This design comes from an exercise in tuning for small area, a short achievable clock period and few clock cycles per item on the open sky130 flow, not from production work.
Only the layout flow was run in this run; the RTL was not checked for function there.

[design/flow/design.v]
`default_nettype none
module bch (
	input  logic        i_clk,
	input  logic        i_arst_n,
	input  logic        i_set,
	input  logic [63:0] i_data,
	output logic        o_ready,
	output logic        o_finish,
	output logic [9:0]  o_data
);
	function automatic [9:0] qsolve(input [9:0] x);
		qsolve[0] = 1'b0;
		qsolve[1] = x[2] ^ x[4] ^ x[7];
		qsolve[2] = x[3] ^ x[4] ^ x[6] ^ x[7];
		qsolve[3] = x[1] ^ x[2] ^ x[4] ^ x[6] ^ x[9];
		qsolve[4] = x[3] ^ x[6] ^ x[7] ^ x[8] ^ x[9];
		qsolve[5] = x[0] ^ x[3] ^ x[6] ^ x[7] ^ x[9];
		qsolve[6] = x[7] ^ x[9];
		qsolve[7] = x[8] ^ x[9];
		qsolve[8] = x[6] ^ x[7] ^ x[9];
		qsolve[9] = x[8];
	endfunction
	function automatic [4:0] t_inv32(input [4:0] x);
		t_inv32[0] = 32'hbd89b432 >> x;
		t_inv32[1] = 32'hba357164 >> x;
		t_inv32[2] = 32'h4c98f3e8 >> x;
		t_inv32[3] = 32'h8a7ba4d8 >> x;
		t_inv32[4] = 32'hed3a0d2c >> x;
	endfunction
	function automatic [4:0] t_l31(input [4:0] x);
		t_l31[0] = 32'h1afb9244 >> x;
		t_l31[1] = 32'hb7903954 >> x;
		t_l31[2] = 32'h2dd584d8 >> x;
		t_l31[3] = 32'ha37162ac >> x;
		t_l31[4] = 32'h7a6628f0 >> x;
	endfunction
	function automatic [5:0] t_l33(input [4:0] x);
		t_l33[0] = 32'h69555995 >> x;
		t_l33[1] = 32'hf0c300ff >> x;
		t_l33[2] = 32'h63be30a6 >> x;
		t_l33[3] = 32'h5e952365 >> x;
		t_l33[4] = 32'h56651daa >> x;
		t_l33[5] = 32'h8000 >> x;
	endfunction
	function automatic [5:0] t_l33m3(input [4:0] x);
		t_l33m3[0] = 32'h965a9a64 >> x;
		t_l33m3[1] = 32'hcf33fcc0 >> x;
		t_l33m3[2] = 32'h7a2e688c >> x;
		t_l33m3[3] = 32'ha6d66bb8 >> x;
		t_l33m3[4] = 32'h95996594 >> x;
		t_l33m3[5] = 32'h0 >> x;
	endfunction
	function automatic [4:0] t_sq(input [4:0] x);
		t_sq[0] = 32'ha3be4c2d >> x;
		t_sq[1] = 32'hb51df26 >> x;
		t_sq[2] = 32'h6a3be4c2 >> x;
		t_sq[3] = 32'h30b51df2 >> x;
		t_sq[4] = 32'h7c985a8e >> x;
	endfunction
	function automatic [4:0] t_ki(input [5:0] x);
		t_ki[0] = 64'h1237cfb12 >> x;
		t_ki[1] = 64'h13c2010f2 >> x;
		t_ki[2] = 64'h1779327ba >> x;
		t_ki[3] = 64'hc81b604c >> x;
		t_ki[4] = 64'h18e9fe5c6 >> x;
	endfunction
	function automatic [4:0] t_kt(input [5:0] x);
		t_kt[0] = 64'h1e7d8948d >> x;
		t_kt[1] = 64'h1008794f0 >> x;
		t_kt[2] = 64'h993dd5de >> x;
		t_kt[3] = 64'hdb026320 >> x;
		t_kt[4] = 64'hff2e363a >> x;
	endfunction
	function automatic [9:0] t_a(input [4:0] x);
		t_a[0] = 32'h4ccccccc >> x;
		t_a[1] = 32'h70f0f0f0 >> x;
		t_a[2] = 32'h7f00ff00 >> x;
		t_a[3] = 32'h7fff0000 >> x;
		t_a[4] = 32'h2aaaaaaa >> x;
		t_a[5] = 32'h4ccccccc >> x;
		t_a[6] = 32'h70f0f0f0 >> x;
		t_a[7] = 32'h7f00ff00 >> x;
		t_a[8] = 32'h7fff0000 >> x;
		t_a[9] = 32'h2aaaaaaa >> x;
	endfunction
	function automatic [9:0] t_b(input [5:0] x);
		t_b[0] = 64'h199999998 >> x;
		t_b[1] = 64'h1e1e1e1e0 >> x;
		t_b[2] = 64'h1fe01fe00 >> x;
		t_b[3] = 64'h1fffe0000 >> x;
		t_b[4] = 64'haaaaaaaa >> x;
		t_b[5] = 64'h66666666 >> x;
		t_b[6] = 64'h1e1e1e1e >> x;
		t_b[7] = 64'h1fe01fe >> x;
		t_b[8] = 64'h1fffe >> x;
		t_b[9] = 64'h155555554 >> x;
	endfunction
	function automatic [4:0] m32(input [4:0] a, input [4:0] b);
		logic [8:0] p;
		p = '0;
		for (int i = 0; i < 5; i++)
			if (b[i])
				p = p ^ (9'(a) << i);
		for (int i = 8; i >= 5; i--)
			if (p[i])
				p = p ^ (9'b100101 << (i - 5));
		m32 = p[4:0];
	endfunction
	function automatic [4:0] sq32(input [4:0] a);
		sq32 = m32(a, a);
	endfunction
	function automatic [4:0] add31(input [4:0] a, input [4:0] b);
		logic [4:0] kg0;
		logic [4:0] kp0;
		logic [4:0] kg1;
		logic [4:0] kp1;
		logic [4:0] kg2;
		logic [4:0] kp2;
		logic [4:0] kg3;
		logic [4:0] kp3;
		logic [4:0] h;
		logic c;
		kg0 = a & b;
		kp0 = a ^ b;
		h = kp0;
		kg1[0] = kg0[0];
		kp1[0] = kp0[0];
		kg1[1] = kg0[1] | (kp0[1] & kg0[0]);
		kp1[1] = kp0[1] & kp0[0];
		kg1[2] = kg0[2] | (kp0[2] & kg0[1]);
		kp1[2] = kp0[2] & kp0[1];
		kg1[3] = kg0[3] | (kp0[3] & kg0[2]);
		kp1[3] = kp0[3] & kp0[2];
		kg1[4] = kg0[4] | (kp0[4] & kg0[3]);
		kp1[4] = kp0[4] & kp0[3];
		kg2[0] = kg1[0];
		kp2[0] = kp1[0];
		kg2[1] = kg1[1];
		kp2[1] = kp1[1];
		kg2[2] = kg1[2] | (kp1[2] & kg1[0]);
		kp2[2] = kp1[2] & kp1[0];
		kg2[3] = kg1[3] | (kp1[3] & kg1[1]);
		kp2[3] = kp1[3] & kp1[1];
		kg2[4] = kg1[4] | (kp1[4] & kg1[2]);
		kp2[4] = kp1[4] & kp1[2];
		kg3[0] = kg2[0];
		kp3[0] = kp2[0];
		kg3[1] = kg2[1];
		kp3[1] = kp2[1];
		kg3[2] = kg2[2];
		kp3[2] = kp2[2];
		kg3[3] = kg2[3];
		kp3[3] = kp2[3];
		kg3[4] = kg2[4] | (kp2[4] & kg2[0]);
		kp3[4] = kp2[4] & kp2[0];
		c = kg3[4] | kp3[4];
		add31[0] = h[0] ^ c;
		add31[1] = h[1] ^ (kg3[0] | (kp3[0] & c));
		add31[2] = h[2] ^ (kg3[1] | (kp3[1] & c));
		add31[3] = h[3] ^ (kg3[2] | (kp3[2] & c));
		add31[4] = h[4] ^ (kg3[3] | (kp3[3] & c));
	endfunction
	function automatic [9:0] add1023(input [9:0] a, input [9:0] b);
		logic [9:0] kg0;
		logic [9:0] kp0;
		logic [9:0] kg1;
		logic [9:0] kp1;
		logic [9:0] kg2;
		logic [9:0] kp2;
		logic [9:0] kg3;
		logic [9:0] kp3;
		logic [9:0] kg4;
		logic [9:0] kp4;
		logic [9:0] h;
		logic c;
		kg0 = a & b;
		kp0 = a ^ b;
		h = kp0;
		kg1[0] = kg0[0];
		kp1[0] = kp0[0];
		kg1[1] = kg0[1] | (kp0[1] & kg0[0]);
		kp1[1] = kp0[1] & kp0[0];
		kg1[2] = kg0[2] | (kp0[2] & kg0[1]);
		kp1[2] = kp0[2] & kp0[1];
		kg1[3] = kg0[3] | (kp0[3] & kg0[2]);
		kp1[3] = kp0[3] & kp0[2];
		kg1[4] = kg0[4] | (kp0[4] & kg0[3]);
		kp1[4] = kp0[4] & kp0[3];
		kg1[5] = kg0[5] | (kp0[5] & kg0[4]);
		kp1[5] = kp0[5] & kp0[4];
		kg1[6] = kg0[6] | (kp0[6] & kg0[5]);
		kp1[6] = kp0[6] & kp0[5];
		kg1[7] = kg0[7] | (kp0[7] & kg0[6]);
		kp1[7] = kp0[7] & kp0[6];
		kg1[8] = kg0[8] | (kp0[8] & kg0[7]);
		kp1[8] = kp0[8] & kp0[7];
		kg1[9] = kg0[9] | (kp0[9] & kg0[8]);
		kp1[9] = kp0[9] & kp0[8];
		kg2[0] = kg1[0];
		kp2[0] = kp1[0];
		kg2[1] = kg1[1];
		kp2[1] = kp1[1];
		kg2[2] = kg1[2] | (kp1[2] & kg1[0]);
		kp2[2] = kp1[2] & kp1[0];
		kg2[3] = kg1[3] | (kp1[3] & kg1[1]);
		kp2[3] = kp1[3] & kp1[1];
		kg2[4] = kg1[4] | (kp1[4] & kg1[2]);
		kp2[4] = kp1[4] & kp1[2];
		kg2[5] = kg1[5] | (kp1[5] & kg1[3]);
		kp2[5] = kp1[5] & kp1[3];
		kg2[6] = kg1[6] | (kp1[6] & kg1[4]);
		kp2[6] = kp1[6] & kp1[4];
		kg2[7] = kg1[7] | (kp1[7] & kg1[5]);
		kp2[7] = kp1[7] & kp1[5];
		kg2[8] = kg1[8] | (kp1[8] & kg1[6]);
		kp2[8] = kp1[8] & kp1[6];
		kg2[9] = kg1[9] | (kp1[9] & kg1[7]);
		kp2[9] = kp1[9] & kp1[7];
		kg3[0] = kg2[0];
		kp3[0] = kp2[0];
		kg3[1] = kg2[1];
		kp3[1] = kp2[1];
		kg3[2] = kg2[2];
		kp3[2] = kp2[2];
		kg3[3] = kg2[3];
		kp3[3] = kp2[3];
		kg3[4] = kg2[4] | (kp2[4] & kg2[0]);
		kp3[4] = kp2[4] & kp2[0];
		kg3[5] = kg2[5] | (kp2[5] & kg2[1]);
		kp3[5] = kp2[5] & kp2[1];
		kg3[6] = kg2[6] | (kp2[6] & kg2[2]);
		kp3[6] = kp2[6] & kp2[2];
		kg3[7] = kg2[7] | (kp2[7] & kg2[3]);
		kp3[7] = kp2[7] & kp2[3];
		kg3[8] = kg2[8] | (kp2[8] & kg2[4]);
		kp3[8] = kp2[8] & kp2[4];
		kg3[9] = kg2[9] | (kp2[9] & kg2[5]);
		kp3[9] = kp2[9] & kp2[5];
		kg4[0] = kg3[0];
		kp4[0] = kp3[0];
		kg4[1] = kg3[1];
		kp4[1] = kp3[1];
		kg4[2] = kg3[2];
		kp4[2] = kp3[2];
		kg4[3] = kg3[3];
		kp4[3] = kp3[3];
		kg4[4] = kg3[4];
		kp4[4] = kp3[4];
		kg4[5] = kg3[5];
		kp4[5] = kp3[5];
		kg4[6] = kg3[6];
		kp4[6] = kp3[6];
		kg4[7] = kg3[7];
		kp4[7] = kp3[7];
		kg4[8] = kg3[8] | (kp3[8] & kg3[0]);
		kp4[8] = kp3[8] & kp3[0];
		kg4[9] = kg3[9] | (kp3[9] & kg3[1]);
		kp4[9] = kp3[9] & kp3[1];
		c = kg4[9] | kp4[9];
		add1023[0] = h[0] ^ c;
		add1023[1] = h[1] ^ (kg4[0] | (kp4[0] & c));
		add1023[2] = h[2] ^ (kg4[1] | (kp4[1] & c));
		add1023[3] = h[3] ^ (kg4[2] | (kp4[2] & c));
		add1023[4] = h[4] ^ (kg4[3] | (kp4[3] & c));
		add1023[5] = h[5] ^ (kg4[4] | (kp4[4] & c));
		add1023[6] = h[6] ^ (kg4[5] | (kp4[5] & c));
		add1023[7] = h[7] ^ (kg4[6] | (kp4[6] & c));
		add1023[8] = h[8] ^ (kg4[7] | (kp4[7] & c));
		add1023[9] = h[9] ^ (kg4[8] | (kp4[8] & c));
	endfunction
	function automatic lt10(input [9:0] a, input [9:0] bn);
		logic [9:0] kg0;
		logic [9:0] kp0;
		logic [9:0] kg1;
		logic [9:0] kp1;
		logic [9:0] kg2;
		logic [9:0] kp2;
		logic [9:0] kg3;
		logic [9:0] kp3;
		logic [9:0] kg4;
		logic [9:0] kp4;
		logic [9:0] h;
		logic [9:0] b;
		logic c;
		b = ~bn;
		kg0 = a & b;
		kp0 = a ^ b;
		h = kp0;
		kg1[0] = kg0[0];
		kp1[0] = kp0[0];
		kg1[1] = kg0[1] | (kp0[1] & kg0[0]);
		kp1[1] = kp0[1] & kp0[0];
		kg1[2] = kg0[2] | (kp0[2] & kg0[1]);
		kp1[2] = kp0[2] & kp0[1];
		kg1[3] = kg0[3] | (kp0[3] & kg0[2]);
		kp1[3] = kp0[3] & kp0[2];
		kg1[4] = kg0[4] | (kp0[4] & kg0[3]);
		kp1[4] = kp0[4] & kp0[3];
		kg1[5] = kg0[5] | (kp0[5] & kg0[4]);
		kp1[5] = kp0[5] & kp0[4];
		kg1[6] = kg0[6] | (kp0[6] & kg0[5]);
		kp1[6] = kp0[6] & kp0[5];
		kg1[7] = kg0[7] | (kp0[7] & kg0[6]);
		kp1[7] = kp0[7] & kp0[6];
		kg1[8] = kg0[8] | (kp0[8] & kg0[7]);
		kp1[8] = kp0[8] & kp0[7];
		kg1[9] = kg0[9] | (kp0[9] & kg0[8]);
		kp1[9] = kp0[9] & kp0[8];
		kg2[0] = kg1[0];
		kp2[0] = kp1[0];
		kg2[1] = kg1[1];
		kp2[1] = kp1[1];
		kg2[2] = kg1[2] | (kp1[2] & kg1[0]);
		kp2[2] = kp1[2] & kp1[0];
		kg2[3] = kg1[3] | (kp1[3] & kg1[1]);
		kp2[3] = kp1[3] & kp1[1];
		kg2[4] = kg1[4] | (kp1[4] & kg1[2]);
		kp2[4] = kp1[4] & kp1[2];
		kg2[5] = kg1[5] | (kp1[5] & kg1[3]);
		kp2[5] = kp1[5] & kp1[3];
		kg2[6] = kg1[6] | (kp1[6] & kg1[4]);
		kp2[6] = kp1[6] & kp1[4];
		kg2[7] = kg1[7] | (kp1[7] & kg1[5]);
		kp2[7] = kp1[7] & kp1[5];
		kg2[8] = kg1[8] | (kp1[8] & kg1[6]);
		kp2[8] = kp1[8] & kp1[6];
		kg2[9] = kg1[9] | (kp1[9] & kg1[7]);
		kp2[9] = kp1[9] & kp1[7];
		kg3[0] = kg2[0];
		kp3[0] = kp2[0];
		kg3[1] = kg2[1];
		kp3[1] = kp2[1];
		kg3[2] = kg2[2];
		kp3[2] = kp2[2];
		kg3[3] = kg2[3];
		kp3[3] = kp2[3];
		kg3[4] = kg2[4] | (kp2[4] & kg2[0]);
		kp3[4] = kp2[4] & kp2[0];
		kg3[5] = kg2[5] | (kp2[5] & kg2[1]);
		kp3[5] = kp2[5] & kp2[1];
		kg3[6] = kg2[6] | (kp2[6] & kg2[2]);
		kp3[6] = kp2[6] & kp2[2];
		kg3[7] = kg2[7] | (kp2[7] & kg2[3]);
		kp3[7] = kp2[7] & kp2[3];
		kg3[8] = kg2[8] | (kp2[8] & kg2[4]);
		kp3[8] = kp2[8] & kp2[4];
		kg3[9] = kg2[9] | (kp2[9] & kg2[5]);
		kp3[9] = kp2[9] & kp2[5];
		kg4[0] = kg3[0];
		kp4[0] = kp3[0];
		kg4[1] = kg3[1];
		kp4[1] = kp3[1];
		kg4[2] = kg3[2];
		kp4[2] = kp3[2];
		kg4[3] = kg3[3];
		kp4[3] = kp3[3];
		kg4[4] = kg3[4];
		kp4[4] = kp3[4];
		kg4[5] = kg3[5];
		kp4[5] = kp3[5];
		kg4[6] = kg3[6];
		kp4[6] = kp3[6];
		kg4[7] = kg3[7];
		kp4[7] = kp3[7];
		kg4[8] = kg3[8] | (kp3[8] & kg3[0]);
		kp4[8] = kp3[8] & kp3[0];
		kg4[9] = kg3[9] | (kp3[9] & kg3[1]);
		kp4[9] = kp3[9] & kp3[1];
		lt10 = !(kg4[9] | kp4[9]);
	endfunction
	function automatic [6:0] a6(input [5:0] a, input [5:0] b);
		logic [5:0] kg0;
		logic [5:0] kp0;
		logic [5:0] kg1;
		logic [5:0] kp1;
		logic [5:0] kg2;
		logic [5:0] kp2;
		logic [5:0] kg3;
		logic [5:0] kp3;
		logic [5:0] h;
		logic c;
		kg0 = a & b;
		kp0 = a ^ b;
		h = kp0;
		kg1[0] = kg0[0];
		kp1[0] = kp0[0];
		kg1[1] = kg0[1] | (kp0[1] & kg0[0]);
		kp1[1] = kp0[1] & kp0[0];
		kg1[2] = kg0[2] | (kp0[2] & kg0[1]);
		kp1[2] = kp0[2] & kp0[1];
		kg1[3] = kg0[3] | (kp0[3] & kg0[2]);
		kp1[3] = kp0[3] & kp0[2];
		kg1[4] = kg0[4] | (kp0[4] & kg0[3]);
		kp1[4] = kp0[4] & kp0[3];
		kg1[5] = kg0[5] | (kp0[5] & kg0[4]);
		kp1[5] = kp0[5] & kp0[4];
		kg2[0] = kg1[0];
		kp2[0] = kp1[0];
		kg2[1] = kg1[1];
		kp2[1] = kp1[1];
		kg2[2] = kg1[2] | (kp1[2] & kg1[0]);
		kp2[2] = kp1[2] & kp1[0];
		kg2[3] = kg1[3] | (kp1[3] & kg1[1]);
		kp2[3] = kp1[3] & kp1[1];
		kg2[4] = kg1[4] | (kp1[4] & kg1[2]);
		kp2[4] = kp1[4] & kp1[2];
		kg2[5] = kg1[5] | (kp1[5] & kg1[3]);
		kp2[5] = kp1[5] & kp1[3];
		kg3[0] = kg2[0];
		kp3[0] = kp2[0];
		kg3[1] = kg2[1];
		kp3[1] = kp2[1];
		kg3[2] = kg2[2];
		kp3[2] = kp2[2];
		kg3[3] = kg2[3];
		kp3[3] = kp2[3];
		kg3[4] = kg2[4] | (kp2[4] & kg2[0]);
		kp3[4] = kp2[4] & kp2[0];
		kg3[5] = kg2[5] | (kp2[5] & kg2[1]);
		kp3[5] = kp2[5] & kp2[1];
		a6[0] = h[0];
		a6[1] = h[1] ^ kg3[0];
		a6[2] = h[2] ^ kg3[1];
		a6[3] = h[3] ^ kg3[2];
		a6[4] = h[4] ^ kg3[3];
		a6[5] = h[5] ^ kg3[4];
		a6[6] = kg3[5];
	endfunction
	function automatic [7:0] a7(input [6:0] a, input [6:0] b);
		logic [6:0] kg0;
		logic [6:0] kp0;
		logic [6:0] kg1;
		logic [6:0] kp1;
		logic [6:0] kg2;
		logic [6:0] kp2;
		logic [6:0] kg3;
		logic [6:0] kp3;
		logic [6:0] h;
		logic c;
		kg0 = a & b;
		kp0 = a ^ b;
		h = kp0;
		kg1[0] = kg0[0];
		kp1[0] = kp0[0];
		kg1[1] = kg0[1] | (kp0[1] & kg0[0]);
		kp1[1] = kp0[1] & kp0[0];
		kg1[2] = kg0[2] | (kp0[2] & kg0[1]);
		kp1[2] = kp0[2] & kp0[1];
		kg1[3] = kg0[3] | (kp0[3] & kg0[2]);
		kp1[3] = kp0[3] & kp0[2];
		kg1[4] = kg0[4] | (kp0[4] & kg0[3]);
		kp1[4] = kp0[4] & kp0[3];
		kg1[5] = kg0[5] | (kp0[5] & kg0[4]);
		kp1[5] = kp0[5] & kp0[4];
		kg1[6] = kg0[6] | (kp0[6] & kg0[5]);
		kp1[6] = kp0[6] & kp0[5];
		kg2[0] = kg1[0];
		kp2[0] = kp1[0];
		kg2[1] = kg1[1];
		kp2[1] = kp1[1];
		kg2[2] = kg1[2] | (kp1[2] & kg1[0]);
		kp2[2] = kp1[2] & kp1[0];
		kg2[3] = kg1[3] | (kp1[3] & kg1[1]);
		kp2[3] = kp1[3] & kp1[1];
		kg2[4] = kg1[4] | (kp1[4] & kg1[2]);
		kp2[4] = kp1[4] & kp1[2];
		kg2[5] = kg1[5] | (kp1[5] & kg1[3]);
		kp2[5] = kp1[5] & kp1[3];
		kg2[6] = kg1[6] | (kp1[6] & kg1[4]);
		kp2[6] = kp1[6] & kp1[4];
		kg3[0] = kg2[0];
		kp3[0] = kp2[0];
		kg3[1] = kg2[1];
		kp3[1] = kp2[1];
		kg3[2] = kg2[2];
		kp3[2] = kp2[2];
		kg3[3] = kg2[3];
		kp3[3] = kp2[3];
		kg3[4] = kg2[4] | (kp2[4] & kg2[0]);
		kp3[4] = kp2[4] & kp2[0];
		kg3[5] = kg2[5] | (kp2[5] & kg2[1]);
		kp3[5] = kp2[5] & kp2[1];
		kg3[6] = kg2[6] | (kp2[6] & kg2[2]);
		kp3[6] = kp2[6] & kp2[2];
		a7[0] = h[0];
		a7[1] = h[1] ^ kg3[0];
		a7[2] = h[2] ^ kg3[1];
		a7[3] = h[3] ^ kg3[2];
		a7[4] = h[4] ^ kg3[3];
		a7[5] = h[5] ^ kg3[4];
		a7[6] = h[6] ^ kg3[5];
		a7[7] = kg3[6];
	endfunction
	function automatic [5:0] add33(input [5:0] x, input [5:0] y);
		logic [5:0] sv;
		logic [5:0] cv;
		logic [6:0] s;
		logic [7:0] t;
		sv = x ^ y ^ 6'd31;
		cv = (x & y) | ((x | y) & 6'd31);
		s  = a6(x, y);
		t  = a7({1'b0, sv}, {cv, 1'b0});   
		add33 = t[6] ? t[5:0] : s[5:0];
	endfunction
	logic       busy;
	logic       rdy;
	logic [3:0] cnt;
	logic       last;
	logic       last_q;
	logic       busy_q;
	logic       fin;
	logic       nfin;      
	assign o_ready = rdy;
	assign last    = busy && (cnt == 4'd15);
	always_ff @(posedge i_clk or negedge i_arst_n) begin
		if (!i_arst_n) begin
			busy   <= 1'b0;
			rdy    <= 1'b1;
			cnt    <= '0;
			last_q <= 1'b0;
			busy_q <= 1'b0;
			fin    <= 1'b0;
			nfin   <= 1'b1;
		end else begin
			last_q <= last;
			busy_q <= busy;
			fin    <= last_q;
			nfin   <= !last_q;
			cnt    <= cnt + 1'b1;
			if (!busy) begin
				cnt  <= 4'd1;
				busy <= i_set;
				rdy  <= !i_set;
			end else if (last) begin
				busy <= 1'b0;
				rdy  <= 1'b1;
			end
		end
	end
	logic [63:0] dm;
	logic [9:0]  bs1;
	logic [9:0]  bs3;
	logic [9:0]  acc1;
	logic [9:0]  acc3;
	logic [9:0]  fb1;
	logic [9:0]  fb3;
	assign dm  = {i_data[63] && !last, i_data[62:0]};   
	assign fb1 = busy_q ? acc1 : 10'd0;   
	assign fb3 = busy_q ? acc3 : 10'd0;
	logic [284:0] sx;
	assign sx[0] = dm[52] ^ dm[53];
	assign sx[1] = dm[5] ^ dm[29];
	assign sx[2] = dm[7] ^ dm[60];
	assign sx[3] = dm[33] ^ dm[46];
	assign sx[4] = dm[0] ^ dm[27];
	assign sx[5] = dm[17] ^ dm[58];
	assign sx[6] = dm[34] ^ dm[62];
	assign sx[7] = dm[54] ^ dm[57];
	assign sx[8] = dm[20] ^ dm[48];
	assign sx[9] = dm[14] ^ dm[56];
	assign sx[10] = dm[1] ^ dm[37];
	assign sx[11] = dm[15] ^ sx[2];
	assign sx[12] = dm[24] ^ dm[61];
	assign sx[13] = dm[36] ^ dm[45];
	assign sx[14] = dm[9] ^ dm[18];
	assign sx[15] = dm[12] ^ dm[38];
	assign sx[16] = dm[11] ^ dm[13];
	assign sx[17] = dm[49] ^ dm[51];
	assign sx[18] = dm[3] ^ sx[0];
	assign sx[19] = dm[32] ^ sx[1];
	assign sx[20] = dm[31] ^ sx[6];
	assign sx[21] = dm[35] ^ dm[59];
	assign sx[22] = dm[10] ^ dm[26];
	assign sx[23] = dm[6] ^ sx[5];
	assign sx[24] = dm[55] ^ sx[9];
	assign sx[25] = dm[43] ^ sx[4];
	assign sx[26] = sx[7] ^ sx[8];
	assign sx[27] = dm[21] ^ sx[3];
	assign sx[28] = dm[4] ^ dm[16];
	assign sx[29] = dm[23] ^ dm[42];
	assign sx[30] = dm[22] ^ dm[47];
	assign sx[31] = sx[10] ^ sx[13];
	assign sx[32] = dm[40] ^ sx[14];
	assign sx[33] = dm[30] ^ sx[11];
	assign sx[34] = dm[19] ^ dm[44];
	assign sx[35] = dm[2] ^ dm[50];
	assign sx[36] = sx[15] ^ sx[20];
	assign sx[37] = dm[28] ^ sx[18];
	assign sx[38] = dm[39] ^ sx[25];
	assign sx[39] = sx[17] ^ sx[22];
	assign sx[40] = sx[12] ^ sx[16];
	assign sx[41] = dm[48] ^ sx[28];
	assign sx[42] = dm[10] ^ sx[21];
	assign sx[43] = dm[47] ^ sx[23];
	assign sx[44] = sx[19] ^ sx[33];
	assign sx[45] = dm[8] ^ dm[25];
	assign sx[46] = dm[22] ^ dm[60];
	assign sx[47] = dm[14] ^ sx[29];
	assign sx[48] = sx[0] ^ sx[45];
	assign sx[49] = dm[54] ^ sx[17];
	assign sx[50] = dm[20] ^ sx[34];
	assign sx[51] = dm[34] ^ sx[24];
	assign sx[52] = dm[24] ^ sx[27];
	assign sx[53] = dm[8] ^ sx[18];
	assign sx[54] = dm[1] ^ sx[24];
	assign sx[55] = dm[37] ^ sx[19];
	assign sx[56] = dm[4] ^ sx[38];
	assign sx[57] = sx[32] ^ sx[36];
	assign sx[58] = sx[26] ^ sx[43];
	assign sx[59] = dm[0] ^ dm[26];
	assign sx[60] = dm[2] ^ dm[5];
	assign sx[61] = dm[19] ^ dm[39];
	assign sx[62] = dm[5] ^ dm[28];
	assign sx[63] = dm[45] ^ dm[53];
	assign sx[64] = dm[9] ^ dm[40];
	assign sx[65] = dm[16] ^ dm[58];
	assign sx[66] = dm[27] ^ dm[41];
	assign sx[67] = dm[3] ^ dm[44];
	assign sx[68] = dm[11] ^ dm[53];
	assign sx[69] = dm[43] ^ dm[61];
	assign sx[70] = dm[23] ^ dm[51];
	assign sx[71] = dm[57] ^ dm[59];
	assign sx[72] = dm[17] ^ dm[33];
	assign sx[73] = dm[41] ^ sx[30];
	assign sx[74] = dm[56] ^ sx[12];
	assign sx[75] = sx[46] ^ sx[72];
	assign sx[76] = sx[22] ^ sx[35];
	assign sx[77] = sx[15] ^ sx[29];
	assign sx[78] = sx[3] ^ sx[30];
	assign sx[79] = sx[7] ^ sx[65];
	assign sx[80] = sx[21] ^ sx[63];
	assign sx[81] = dm[42] ^ sx[16];
	assign sx[82] = dm[18] ^ sx[1];
	assign sx[83] = dm[29] ^ sx[14];
	assign sx[84] = dm[46] ^ sx[61];
	assign sx[85] = dm[7] ^ sx[35];
	assign sx[86] = sx[12] ^ sx[60];
	assign sx[87] = sx[6] ^ sx[10];
	assign sx[88] = sx[5] ^ sx[41];
	assign sx[89] = dm[25] ^ sx[49];
	assign sx[90] = sx[28] ^ sx[74];
	assign sx[91] = sx[2] ^ sx[31];
	assign sx[92] = sx[50] ^ sx[79];
	assign sx[93] = dm[50] ^ sx[26];
	assign sx[94] = sx[39] ^ sx[75];
	assign sx[95] = dm[12] ^ sx[23];
	assign sx[96] = sx[11] ^ sx[77];
	assign sx[97] = dm[21] ^ sx[40];
	assign sx[98] = sx[42] ^ sx[78];
	assign sx[99] = sx[32] ^ sx[70];
	assign sx[100] = sx[27] ^ sx[34];
	assign sx[101] = dm[36] ^ sx[47];
	assign sx[102] = sx[3] ^ sx[20];
	assign sx[103] = sx[37] ^ sx[89];
	assign sx[104] = sx[55] ^ sx[94];
	assign sx[105] = sx[16] ^ sx[96];
	assign sx[106] = sx[37] ^ sx[40];
	assign sx[107] = sx[36] ^ sx[93];
	assign sx[108] = sx[54] ^ sx[62];
	assign sx[109] = sx[42] ^ sx[52];
	assign sx[110] = sx[31] ^ sx[51];
	assign sx[111] = dm[16] ^ dm[63];
	assign sx[112] = sx[4] ^ sx[111];
	assign sx[113] = sx[20] ^ sx[112];
	assign sx[114] = sx[95] ^ sx[100];
	assign sx[115] = sx[101] ^ sx[113];
	assign sx[116] = sx[44] ^ sx[103];
	assign sx[117] = sx[114] ^ sx[115];
	assign sx[118] = sx[116] ^ sx[117];
	assign sx[119] = dm[33] ^ dm[35];
	assign sx[120] = dm[49] ^ sx[0];
	assign sx[121] = sx[69] ^ sx[119];
	assign sx[122] = sx[32] ^ sx[120];
	assign sx[123] = sx[121] ^ sx[122];
	assign sx[124] = sx[58] ^ sx[105];
	assign sx[125] = sx[108] ^ sx[123];
	assign sx[126] = sx[124] ^ sx[125];
	assign sx[127] = dm[2] ^ dm[18];
	assign sx[128] = dm[23] ^ dm[31];
	assign sx[129] = sx[7] ^ sx[127];
	assign sx[130] = sx[128] ^ sx[129];
	assign sx[131] = sx[98] ^ sx[130];
	assign sx[132] = sx[44] ^ sx[106];
	assign sx[133] = sx[110] ^ sx[131];
	assign sx[134] = sx[132] ^ sx[133];
	assign sx[135] = dm[11] ^ dm[45];
	assign sx[136] = dm[52] ^ sx[135];
	assign sx[137] = sx[39] ^ sx[82];
	assign sx[138] = sx[136] ^ sx[33];
	assign sx[139] = sx[100] ^ sx[137];
	assign sx[140] = sx[56] ^ sx[107];
	assign sx[141] = sx[138] ^ sx[139];
	assign sx[142] = sx[140] ^ sx[141];
	assign sx[143] = dm[13] ^ dm[26];
	assign sx[144] = dm[30] ^ dm[38];
	assign sx[145] = dm[59] ^ sx[0];
	assign sx[146] = sx[143] ^ sx[144];
	assign sx[147] = sx[145] ^ sx[146];
	assign sx[148] = sx[90] ^ sx[91];
	assign sx[149] = sx[102] ^ sx[147];
	assign sx[150] = sx[58] ^ sx[148];
	assign sx[151] = sx[149] ^ sx[150];
	assign sx[152] = sx[5] ^ sx[8];
	assign sx[153] = sx[21] ^ sx[59];
	assign sx[154] = sx[82] ^ sx[84];
	assign sx[155] = sx[152] ^ sx[153];
	assign sx[156] = sx[37] ^ sx[54];
	assign sx[157] = sx[154] ^ sx[155];
	assign sx[158] = sx[105] ^ sx[156];
	assign sx[159] = sx[157] ^ sx[158];
	assign sx[160] = dm[11] ^ sx[15];
	assign sx[161] = sx[23] ^ sx[73];
	assign sx[162] = sx[83] ^ sx[85];
	assign sx[163] = sx[160] ^ sx[38];
	assign sx[164] = sx[161] ^ sx[162];
	assign sx[165] = sx[103] ^ sx[110];
	assign sx[166] = sx[163] ^ sx[164];
	assign sx[167] = sx[165] ^ sx[166];
	assign sx[168] = dm[13] ^ dm[15];
	assign sx[169] = dm[27] ^ sx[9];
	assign sx[170] = sx[71] ^ sx[168];
	assign sx[171] = sx[27] ^ sx[31];
	assign sx[172] = sx[76] ^ sx[169];
	assign sx[173] = sx[170] ^ sx[53];
	assign sx[174] = sx[88] ^ sx[171];
	assign sx[175] = sx[172] ^ sx[57];
	assign sx[176] = sx[173] ^ sx[174];
	assign sx[177] = sx[175] ^ sx[176];
	assign sx[178] = sx[4] ^ sx[13];
	assign sx[179] = sx[24] ^ sx[48];
	assign sx[180] = sx[85] ^ sx[178];
	assign sx[181] = sx[55] ^ sx[92];
	assign sx[182] = sx[99] ^ sx[179];
	assign sx[183] = sx[180] ^ sx[109];
	assign sx[184] = sx[181] ^ sx[182];
	assign sx[185] = sx[183] ^ sx[184];
	assign sx[186] = dm[12] ^ sx[64];
	assign sx[187] = sx[66] ^ sx[69];
	assign sx[188] = sx[41] ^ sx[81];
	assign sx[189] = sx[186] ^ sx[187];
	assign sx[190] = sx[51] ^ sx[53];
	assign sx[191] = sx[188] ^ sx[189];
	assign sx[192] = sx[104] ^ sx[190];
	assign sx[193] = sx[191] ^ sx[192];
	assign sx[194] = dm[17] ^ dm[56];
	assign sx[195] = dm[63] ^ sx[1];
	assign sx[196] = sx[29] ^ sx[194];
	assign sx[197] = sx[25] ^ sx[49];
	assign sx[198] = sx[50] ^ sx[87];
	assign sx[199] = sx[195] ^ sx[196];
	assign sx[200] = sx[33] ^ sx[53];
	assign sx[201] = sx[98] ^ sx[197];
	assign sx[202] = sx[198] ^ sx[199];
	assign sx[203] = sx[200] ^ sx[201];
	assign sx[204] = sx[202] ^ sx[203];
	assign sx[205] = dm[41] ^ dm[46];
	assign sx[206] = sx[4] ^ sx[8];
	assign sx[207] = sx[22] ^ sx[67];
	assign sx[208] = sx[68] ^ sx[205];
	assign sx[209] = sx[31] ^ sx[206];
	assign sx[210] = sx[207] ^ sx[208];
	assign sx[211] = sx[43] ^ sx[90];
	assign sx[212] = sx[209] ^ sx[210];
	assign sx[213] = sx[44] ^ sx[57];
	assign sx[214] = sx[211] ^ sx[212];
	assign sx[215] = sx[213] ^ sx[214];
	assign sx[216] = dm[40] ^ sx[10];
	assign sx[217] = sx[25] ^ sx[48];
	assign sx[218] = sx[73] ^ sx[216];
	assign sx[219] = sx[97] ^ sx[217];
	assign sx[220] = sx[218] ^ sx[44];
	assign sx[221] = sx[107] ^ sx[219];
	assign sx[222] = sx[220] ^ sx[221];
	assign sx[223] = dm[55] ^ dm[58];
	assign sx[224] = sx[30] ^ sx[71];
	assign sx[225] = sx[223] ^ sx[11];
	assign sx[226] = sx[39] ^ sx[41];
	assign sx[227] = sx[48] ^ sx[84];
	assign sx[228] = sx[86] ^ sx[224];
	assign sx[229] = sx[101] ^ sx[225];
	assign sx[230] = sx[226] ^ sx[227];
	assign sx[231] = sx[228] ^ sx[57];
	assign sx[232] = sx[229] ^ sx[230];
	assign sx[233] = sx[231] ^ sx[232];
	assign sx[234] = dm[35] ^ dm[39];
	assign sx[235] = sx[46] ^ sx[66];
	assign sx[236] = sx[234] ^ sx[76];
	assign sx[237] = sx[83] ^ sx[87];
	assign sx[238] = sx[235] ^ sx[92];
	assign sx[239] = sx[236] ^ sx[237];
	assign sx[240] = sx[106] ^ sx[238];
	assign sx[241] = sx[239] ^ sx[240];
	assign sx[242] = dm[7] ^ dm[31];
	assign sx[243] = dm[42] ^ dm[62];
	assign sx[244] = sx[30] ^ sx[242];
	assign sx[245] = sx[243] ^ sx[244];
	assign sx[246] = sx[38] ^ sx[52];
	assign sx[247] = sx[88] ^ sx[245];
	assign sx[248] = sx[108] ^ sx[246];
	assign sx[249] = sx[247] ^ sx[248];
	assign sx[250] = dm[6] ^ dm[14];
	assign sx[251] = dm[32] ^ dm[51];
	assign sx[252] = dm[55] ^ sx[67];
	assign sx[253] = sx[250] ^ sx[251];
	assign sx[254] = sx[26] ^ sx[81];
	assign sx[255] = sx[252] ^ sx[253];
	assign sx[256] = sx[91] ^ sx[254];
	assign sx[257] = sx[255] ^ sx[56];
	assign sx[258] = sx[109] ^ sx[256];
	assign sx[259] = sx[257] ^ sx[258];
	assign sx[260] = dm[25] ^ dm[34];
	assign sx[261] = dm[43] ^ sx[13];
	assign sx[262] = sx[17] ^ sx[59];
	assign sx[263] = sx[64] ^ sx[68];
	assign sx[264] = sx[260] ^ sx[27];
	assign sx[265] = sx[86] ^ sx[261];
	assign sx[266] = sx[262] ^ sx[263];
	assign sx[267] = sx[264] ^ sx[265];
	assign sx[268] = sx[266] ^ sx[58];
	assign sx[269] = sx[267] ^ sx[268];
	assign sx[270] = dm[15] ^ dm[38];
	assign sx[271] = sx[35] ^ sx[270];
	assign sx[272] = sx[26] ^ sx[47];
	assign sx[273] = sx[80] ^ sx[271];
	assign sx[274] = sx[97] ^ sx[272];
	assign sx[275] = sx[273] ^ sx[104];
	assign sx[276] = sx[274] ^ sx[275];
	assign sx[277] = dm[3] ^ dm[20];
	assign sx[278] = sx[9] ^ sx[277];
	assign sx[279] = sx[19] ^ sx[80];
	assign sx[280] = sx[278] ^ sx[95];
	assign sx[281] = sx[99] ^ sx[102];
	assign sx[282] = sx[279] ^ sx[56];
	assign sx[283] = sx[280] ^ sx[281];
	assign sx[284] = sx[282] ^ sx[283];
	always_ff @(posedge i_clk) begin
		bs1[0] <= sx[118];
		bs1[1] <= sx[126];
		bs1[2] <= sx[134];
		bs1[3] <= sx[142];
		bs1[4] <= sx[151];
		bs1[5] <= sx[159];
		bs1[6] <= sx[167];
		bs1[7] <= sx[177];
		bs1[8] <= sx[185];
		bs1[9] <= sx[193];
		bs3[0] <= sx[204];
		bs3[1] <= sx[215];
		bs3[2] <= sx[222];
		bs3[3] <= sx[233];
		bs3[4] <= sx[241];
		bs3[5] <= sx[249];
		bs3[6] <= sx[259];
		bs3[7] <= sx[269];
		bs3[8] <= sx[276];
		bs3[9] <= sx[284];
	end
	logic [19:0] fx1;
	assign fx1[0] = fb1[4] ^ fb1[6];
	assign fx1[1] = fb1[3] ^ fb1[5];
	assign fx1[2] = fb1[3] ^ fb1[9];
	assign fx1[3] = fb1[0] ^ fb1[7];
	assign fx1[4] = fb1[1] ^ fb1[8];
	assign fx1[5] = fb1[1] ^ fb1[4];
	assign fx1[6] = fb1[2] ^ fb1[7];
	assign fx1[7] = fx1[0] ^ fx1[2];
	assign fx1[8] = fb1[9] ^ fx1[6];
	assign fx1[9] = fb1[4] ^ fx1[3];
	assign fx1[10] = fb1[0] ^ fx1[4];
	assign fx1[11] = fx1[7] ^ fx1[10];
	assign fx1[12] = fx1[5] ^ fx1[8];
	assign fx1[13] = fb1[2] ^ fb1[8];
	assign fx1[14] = fx1[1] ^ fx1[13];
	assign fx1[15] = fx1[0] ^ fx1[4];
	assign fx1[16] = fb1[5] ^ fx1[8];
	assign fx1[17] = fx1[1] ^ fx1[5];
	assign fx1[18] = fb1[2] ^ fx1[0];
	assign fx1[19] = fx1[1] ^ fx1[3];
	always_ff @(posedge i_clk) begin
		acc1[0] <= fx1[7] ^ bs1[0];
		acc1[1] <= fx1[9] ^ bs1[1];
		acc1[2] <= fx1[11] ^ bs1[2];
		acc1[3] <= fx1[12] ^ bs1[3];
		acc1[4] <= fx1[14] ^ bs1[4];
		acc1[5] <= fx1[15] ^ bs1[5];
		acc1[6] <= fx1[16] ^ bs1[6];
		acc1[7] <= fx1[17] ^ bs1[7];
		acc1[8] <= fx1[18] ^ bs1[8];
		acc1[9] <= fx1[19] ^ bs1[9];
	end
	logic [25:0] fx3;
	assign fx3[0] = fb3[4] ^ fb3[5];
	assign fx3[1] = fb3[7] ^ fb3[9];
	assign fx3[2] = fb3[3] ^ fb3[8];
	assign fx3[3] = fx3[0] ^ fx3[1];
	assign fx3[4] = fb3[0] ^ fb3[2];
	assign fx3[5] = fb3[8] ^ fb3[9];
	assign fx3[6] = fb3[0] ^ fb3[6];
	assign fx3[7] = fb3[2] ^ fb3[6];
	assign fx3[8] = fb3[1] ^ fb3[7];
	assign fx3[9] = fb3[8] ^ fx3[8];
	assign fx3[10] = fx3[4] ^ fx3[5];
	assign fx3[11] = fb3[5] ^ fx3[1];
	assign fx3[12] = fx3[2] ^ fx3[11];
	assign fx3[13] = fb3[6] ^ fx3[0];
	assign fx3[14] = fx3[5] ^ fx3[13];
	assign fx3[15] = fx3[1] ^ fx3[6];
	assign fx3[16] = fb3[7] ^ fx3[2];
	assign fx3[17] = fx3[7] ^ fx3[16];
	assign fx3[18] = fx3[2] ^ fx3[3];
	assign fx3[19] = fb3[3] ^ fx3[4];
	assign fx3[20] = fx3[3] ^ fx3[19];
	assign fx3[21] = fb3[1] ^ fx3[0];
	assign fx3[22] = fx3[2] ^ fx3[6];
	assign fx3[23] = fx3[21] ^ fx3[22];
	assign fx3[24] = fb3[1] ^ fx3[7];
	assign fx3[25] = fx3[3] ^ fx3[24];
	always_ff @(posedge i_clk) begin
		acc3[0] <= fx3[9] ^ bs3[0];
		acc3[1] <= fx3[10] ^ bs3[1];
		acc3[2] <= fx3[12] ^ bs3[2];
		acc3[3] <= fx3[14] ^ bs3[3];
		acc3[4] <= fx3[15] ^ bs3[4];
		acc3[5] <= fx3[17] ^ bs3[5];
		acc3[6] <= fx3[18] ^ bs3[6];
		acc3[7] <= fx3[20] ^ bs3[7];
		acc3[8] <= fx3[23] ^ bs3[8];
		acc3[9] <= fx3[25] ^ bs3[9];
	end
	logic [11:0] st;      
	logic [4:0] r_31;     
	logic [5:0] r_33;
	logic [9:0] lin;      
	logic [9:0] lx;
	logic [4:0] qt;       
	logic [4:0] qn;       
	logic       qbz;      
	logic [4:0] raw31;
	logic [5:0] raw33;
	logic [5:0] m3_33;
	assign lx = nfin ? lin : acc1;
	logic [4:0] opa;
	logic [4:0] op1b;
	logic [4:0] op2b;
	logic [4:0] esq;
	assign esq  = t_sq(r_31);
	logic nexm;   
	assign opa  = nexm ? lx[4:0] : esq;
	assign op1b = nexm ? t_inv32(lx[9:5]) : t_ki(r_33);
	assign op2b = nexm ? lx[9:5] : t_kt(r_33);
	always_ff @(posedge i_clk) begin
		qt  <= m32(opa, op1b);
		qn  <= m32(opa, op2b) ^ (nexm ? (sq32(lx[4:0]) ^ sq32(lx[9:5])) : 5'd0);
		qbz <= (lx[9:5] == 5'd0);
	end
	assign raw31 = t_l31(qn);
	assign raw33 = qbz ? 6'd0 : t_l33(qt);
	assign m3_33 = qbz ? 6'd0 : t_l33m3(qt);
	logic [4:0] x31;
	logic [5:0] x33;
	always_ff @(posedge i_clk) begin
		x31 <= raw31;
		x33 <= st[0] ? m3_33 : raw33;
	end
	logic [4:0] r1_31;    
	logic [5:0] r1_33;
	logic [4:0] op31;
	logic [5:0] op33;
	logic       s1z;      
	logic       s3z;      
	logic       single;
	logic       nosol;    
	logic       sgl_n;
	logic [9:0] p;
	logic [9:0] p1;
	logic [9:0] od;
	logic       of;
	logic [1:0] ocnt;
	logic       od_lt;
	logic       empty;
	logic opr1;   
	always_ff @(posedge i_clk or negedge i_arst_n) begin
		if (!i_arst_n) begin
			st   <= '0;
			nexm <= 1'b1;
			opr1 <= 1'b1;
		end else begin
			st   <= {st[10:0], fin};
			nexm <= !st[2];
			opr1 <= !(st[0] || st[1]);
		end
	end
	assign op31 = ({5{st[1]}} & {x31[3:0], x31[4]}) | ({5{st[2]}} & ~r_31) | ({5{opr1}} & r1_31);
	assign op33 = ({6{st[2]}} & r_33) | ({6{opr1}} & r1_33);
	assign sgl_n = !s3z && (r_31 == 5'd0) && (r_33 == 6'd0);
	logic [9:0] exq;
	logic       sglq;
	assign exq = {qt, qn};
	always_ff @(posedge i_clk) begin
		sglq <= sgl_n;
	end
	logic [4:0] c31;
	logic [9:0] cb;
	always_ff @(posedge i_clk) begin
		c31 <= r_31;
		cb  <= t_b(r_33);
	end
	assign p     = add1023(t_a(c31), cb);
	assign od_lt = lt10(od, p1);
	assign empty = s1z || (!single && nosol);
	always_ff @(posedge i_clk) begin
		if (fin) begin
			s1z <= (acc1 == 10'd0);
			lin <= acc3;
		end else if (st[4]) begin
			lin <= sglq ? 10'd1 : s3z ? 10'd32 : (qsolve(exq) ^ 10'd32);
		end else begin
			lin <= lin ^ 10'd1;
		end
		if (st[0]) begin
			s3z   <= (lin == 10'd0);
			r1_31 <= raw31;
			r1_33 <= raw33;
		end
		if (st[4]) begin
			single <= sglq;
			nosol  <= !s3z && ^(exq & 10'd288);
		end
		r_31 <= add31(x31, op31);
		r_33 <= add33(x33, op33);
		if (st[9] || (st[11] && !od_lt))
			p1 <= st[9] ? p : od;
	end
	assign o_finish = of;
	assign o_data   = od;
	always_ff @(posedge i_clk or negedge i_arst_n) begin
		if (!i_arst_n) begin
			of   <= 1'b0;
			ocnt <= '0;
		end else begin
			if (st[11]) begin
				of   <= 1'b1;
				ocnt <= empty ? 2'd0 : single ? 2'd1 : 2'd2;
			end else if (of) begin
				if (ocnt == 2'd0)
					of <= 1'b0;
				else
					ocnt <= ocnt - 1'b1;
			end
		end
	end
	always_ff @(posedge i_clk) begin
		if (st[10]) begin
			od <= p;
		end else if (st[11]) begin
			if (empty)
				od <= 10'd1023;
			else if (single || !od_lt)
				od <= p1;
		end else if (ocnt == 2'd2) begin
			od <= p1;
		end else begin
			od <= 10'd1023;
		end
	end
endmodule
`default_nettype wire
[design/flow/constraint.sdc]
create_clock -name core_clock -period 6.5 [get_ports {i_clk}]
set_input_delay 1.3000 -clock core_clock [delete_from_list [all_inputs] [get_ports {i_clk}]]
set_output_delay 1.3000 -clock core_clock [all_outputs]
set_load 0.01 [all_outputs]
[design/flow/config.mk]
export PLATFORM = sky130hd
export DESIGN_NAME = bch
export DESIGN_NICKNAME = bch
export VERILOG_FILES = /design/flow/design.v
export SDC_FILE = /design/flow/constraint.sdc
export NUM_CORES = 4
export LEC_CHECK = 0
export ABC_AREA = 1
export CAP_MARGIN = 20
export CORE_MARGIN = 2
export CORE_UTILIZATION = 40
export SETUP_SLACK_MARGIN = 4.0
export SLEW_MARGIN = 20
[design/flow/standard.sh]
#!/bin/bash
# synth_recipe.tcl (not shown) runs the flow's synth.tcl, then flattens the netlist and writes it again
# the make line also repeats each setting of config.mk as NAME=value (left out here)
make -C /OpenROAD-flow-scripts/flow DESIGN_CONFIG=/design/flow/config.mk WORK_HOME=/design/flow/orfs CLKGATE_MAP_FILE= SYNTH_SCRIPT=/design/flow/synth_recipe.tcl "${@:-finish}"
[design/flow/flow/run.sh]
#!/bin/bash
# Standard layout, but the port buffers are sky130_fd_sc_hd__buf_4 instead of the delay
# buffer buffer_ports picks by default. Everything else is the standard flow's own flow (standard.sh).
set -euo pipefail
bash standard.sh "BUFFER_PORTS_ARGS=-buffer_cell sky130_fd_sc_hd__buf_4" finish > standard.log 2>&1
==> results.txt <==
[layout make-up]
cell class	instances	share of cell area, %
Multi-Input combinational cell	1481	60.12
Sequential cell	161	21.08
Timing Repair Buffer	165	7.794
Inverter	215	4.701
Tap cell	455	3.114
Clock buffer	19	2.539
Clock inverter	13	0.6090
Timing Repair inverter	1	0.04790
[state kept, by name (all words and copies together), names as in the netlist, 6 cells and up]
signal  flops
r_33        6
p1         10
od         10
st         12
acc1       10
r1_33       6
bs1        10
lin        10
cb         10
x33         6
bs3        10
acc3       10
[worst max-delay path by stage]
stage | from | endpoint | slack (ns)
2_1_floorplan | i_data[27] | bs3[9]$_DFF_P_ | 3.76
3_3_place_gp | i_data[58] | bs1[0]$_DFF_P_ | 3.32
3_5_place_dp | i_data[27] | bs3[6]$_DFF_P_ | 3.36
4_1_cts | r_33[2]$_DFF_P_ | r_33[5]$_DFF_P_ | 3.82
5_1_grt | nfin$_DFF_PN1_ | qt[0]$_DFF_P_ | 3.68
6_report | opr1$_DFF_PN1_ | r_33[5]$_DFF_P_ | 3.81
[metrics by stage]
| step | setup slack (ns) |
|---|---|
| 4_1_cts | 3.822 |
| 3_3_place_gp | 3.319 |
| 6_report | 3.806 |
| 3_5_place_dp | 3.363 |
| 5_1_grt | 3.680 |
| 2_1_floorplan | 3.762 |
[worst max-delay path, delay by kind of cell, from the launching register on]
family	cells	cell delay [ns]
flops	1	0.62
compound gates	6	0.76
simple gates	3	0.40
buf+inv	5	0.35
fa+ha+maj	2	0.49
[layout by cell type, fill, tap and decap left out, types with 57 or more instances in the layout]
cell	netlist	layout
nand3_1	130	106
buf_4	4	136
xnor2_1	170	145
ha_1	83	65
inv_1	191	168
a21oi_1	62	57
xor2_1	168	150
nand2_1	471	397
dfxtp_1	90	73
nor2_1	119	108
o21ai_0	82	74
[metal layers]
layer | global-route usage (%) | vias up | wire (um)
li1 | - | 6362 | -
met1 | 25.50 | 5980 | 16620
met2 | 40.21 | 330 | 20520
met3 | 2.796 | 88 | 1369
met4 | 8.368 | 0 | 1726
met5 | 0 | - | 0
[cell families (layout without fill, tap and decap cells)]
group,count (synthesis),count (layout),synth area share (%)
muxes,1,1,0.07075
xor gates and xnor gates,376,376,25.77
buffers and inverters,253,413,6.986
adders and majority gates,86,86,7.764
and+or+nand+nor,793,795,23.52
AOI/OAI and AO/OA,223,223,9.002
DFF,161,161,26.88
[timing repair]
| action | 4_1_cts | 5_1_grt |
|---|---|---|
| pin swaps | 72 | 102 |
| buffers inserted | 53 | 34 |
| endpoints found under the setup margin | 58 | 75 |
| resized for setup | 161 | 198 |
| gates cloned | 3 | 0 |
| hold buffers | 0 | 0 |
==> results.sh <==
export IMPL_status="finished clean"
export IMPL_area_growth_synth_to_final_pct=29.23
export IMPL_portBuffers=78
export IMPL_wl_mm=40.24
export IMPL_cp_slowest_cell="dfstp_2"
export IMPL_initial_core_util_pct=40.76
export IMPL_timing_reg2reg_setup_slack_ns=3.81
export IMPL_yosysWarningCount=1
export IMPL_vias_per_cell=5.084
export IMPL_setup_tns_final_ns=0
export IMPL_rr_worst_depth=16
export IMPL_grt_max_degree=28
export IMPL_synthFlopType="dfxtp_1"
export IMPL_postRouteAntennaNets=0
export IMPL_dpl_cell_area_um2=15410
export IMPL_synth_top_area_share_pct=12.73
export IMPL_die_h_um=192.1
export IMPL_antennaDiodeCount=0
export IMPL_r2r_start="opr1$_DFF_PN1_"
export IMPL_nNetsFinal=2195
export IMPL_r2r_end="r_33[5]$_DFF_P_"
export IMPL_drt_initial_drc_count=681
export IMPL_synthesis_nets=2046
export IMPL_grtUsageTotal_pct=21.79
export IMPL_critPathMaxStageDelay_ns=0.62
export IMPL_synth_seq_cells=161
export IMPL_setup_viol=0
export IMPL_rsz0062_at_grt="true"
export IMPL_synth_cells=1893
export IMPL_multi_input_area_um2=10990
export IMPL_worst_pin_slew_ns=0.8219
export IMPL_drv_slew=0
export IMPL_yosys_area_top_type="dfxtp_1"
export IMPL_drive_gt1_share_pct=25.74
export IMPL_grt_pass1_wl_mm=63.80
export IMPL_fp_dieW_um=192.1
export IMPL_synth_distinct_cells=58
export IMPL_grt_pass1_vias=12513
export IMPL_worstPathArrival_ns=3.04
export IMPL_hold_path_class="reg2reg"
export IMPL_hold_path_end="st[7]$_DFF_PN0_"
export IMPL_min_path_cells=0
export IMPL_fin_crit_sh_pct=41.44
export IMPL_cts_clk_slew_worst_paths_ns=0.07
export IMPL_nFillCells=3207
export IMPL_fin_crit_ns=2.694
export IMPL_required_ns=6.85
export IMPL_cts_tree="built"
export IMPL_cts_sinks=161
export IMPL_root_buffer="clkbuf_16"
export IMPL_yosysSeqAreaShare_pct=26.88
export IMPL_yosys_top_cells_count="nand2_1, inv_1, xnor2_1"
export IMPL_startpoint_type="flip-flop"
export IMPL_antenna_found_initial=0
export IMPL_seq_area_um2=3854
export IMPL_crit_path_max_fanout=5
export IMPL_cp_cell_sequence="clkinv_4, o22ai_4, inv_2, ha_4, inv_4, ha_4, a21oi_2, inv_1, a31oi_2, o21ai_1, a21oi_1, inv_1, or2_4, nand2_4, nor2_1, a31oi_1"
export IMPL_synth_edf_count=44
export IMPL_hpwl_mm=30.70
export IMPL_cts_max_level=4
export IMPL_fin_skew_ns=0.01371
export IMPL_fmax_mhz=371.2
export IMPL_dr_pass1_iters=5
export IMPL_drc_errors=0
export IMPL_core_um2=34710
export IMPL_wl_per_cell_um=16.03
export IMPL_cts_buffers=17
export IMPL_row_count=68
export IMPL_yosys_top_cells_area="dfxtp_1, nand2_1, xnor2_1"
export IMPL_maxCapViolations=0
export IMPL_holdCritStartpoint="st[6]$_DFF_PN0_"
export IMPL_relSlewSlack_pct=45.00
export IMPL_crit_type="reg2reg"
export IMPL_place_congestion=0.9965
export IMPL_final_cells=2510
export IMPL_yosysMostFrequentCell="nand2_1"
export IMPL_vias=12760
export IMPL_dieArea_um2=36890
export IMPL_final_area_um2=18280
export IMPL_hold_violations=0
export IMPL_hold_slack_ns=0.3503
export IMPL_insertion_delay_ns=0.43
export IMPL_io_pins=79
export IMPL_final_core_util_pct=52.67
export IMPL_cts_max_path_buffers=2
export IMPL_synth_area_per_cell_um2=7.474
export IMPL_grt_ovfl_total=0
export IMPL_dp_cells=2388
export IMPL_critPathCaptureType="flip-flop"
export IMPL_async_reset_ff_share_pct=16.77
export IMPL_netlist_area_um2=14150

-- separate check: timing with driven ports --
The results above use ideal ports. As a check the final layout listed here was re-extracted and re-timed, cells and wires unchanged.
Step 1 sets driving cells, clkbuf_16 on the clock port and buf_2 on the other inputs (assumed; they add their load-dependent delay and slew).
Step 2, shift: input delay + t, output delay - t, t = (earliest + latest rising clock arrival at the registers) / 2. This alone moves slack from input paths to output paths.
a / b / c = no drivers / after step 1 / after step 2; a / b = the first two.
t, ns: 0.469
setup slack, ns: 3.806 / 3.806 / 3.540
slew at the worst register clock pin (ns): 0.07 / 0.07
After both steps this run still meets setup and hold. For this run, drivers alone change the setup slack by 0.000 ns; drivers and shift together by -0.266 ns.
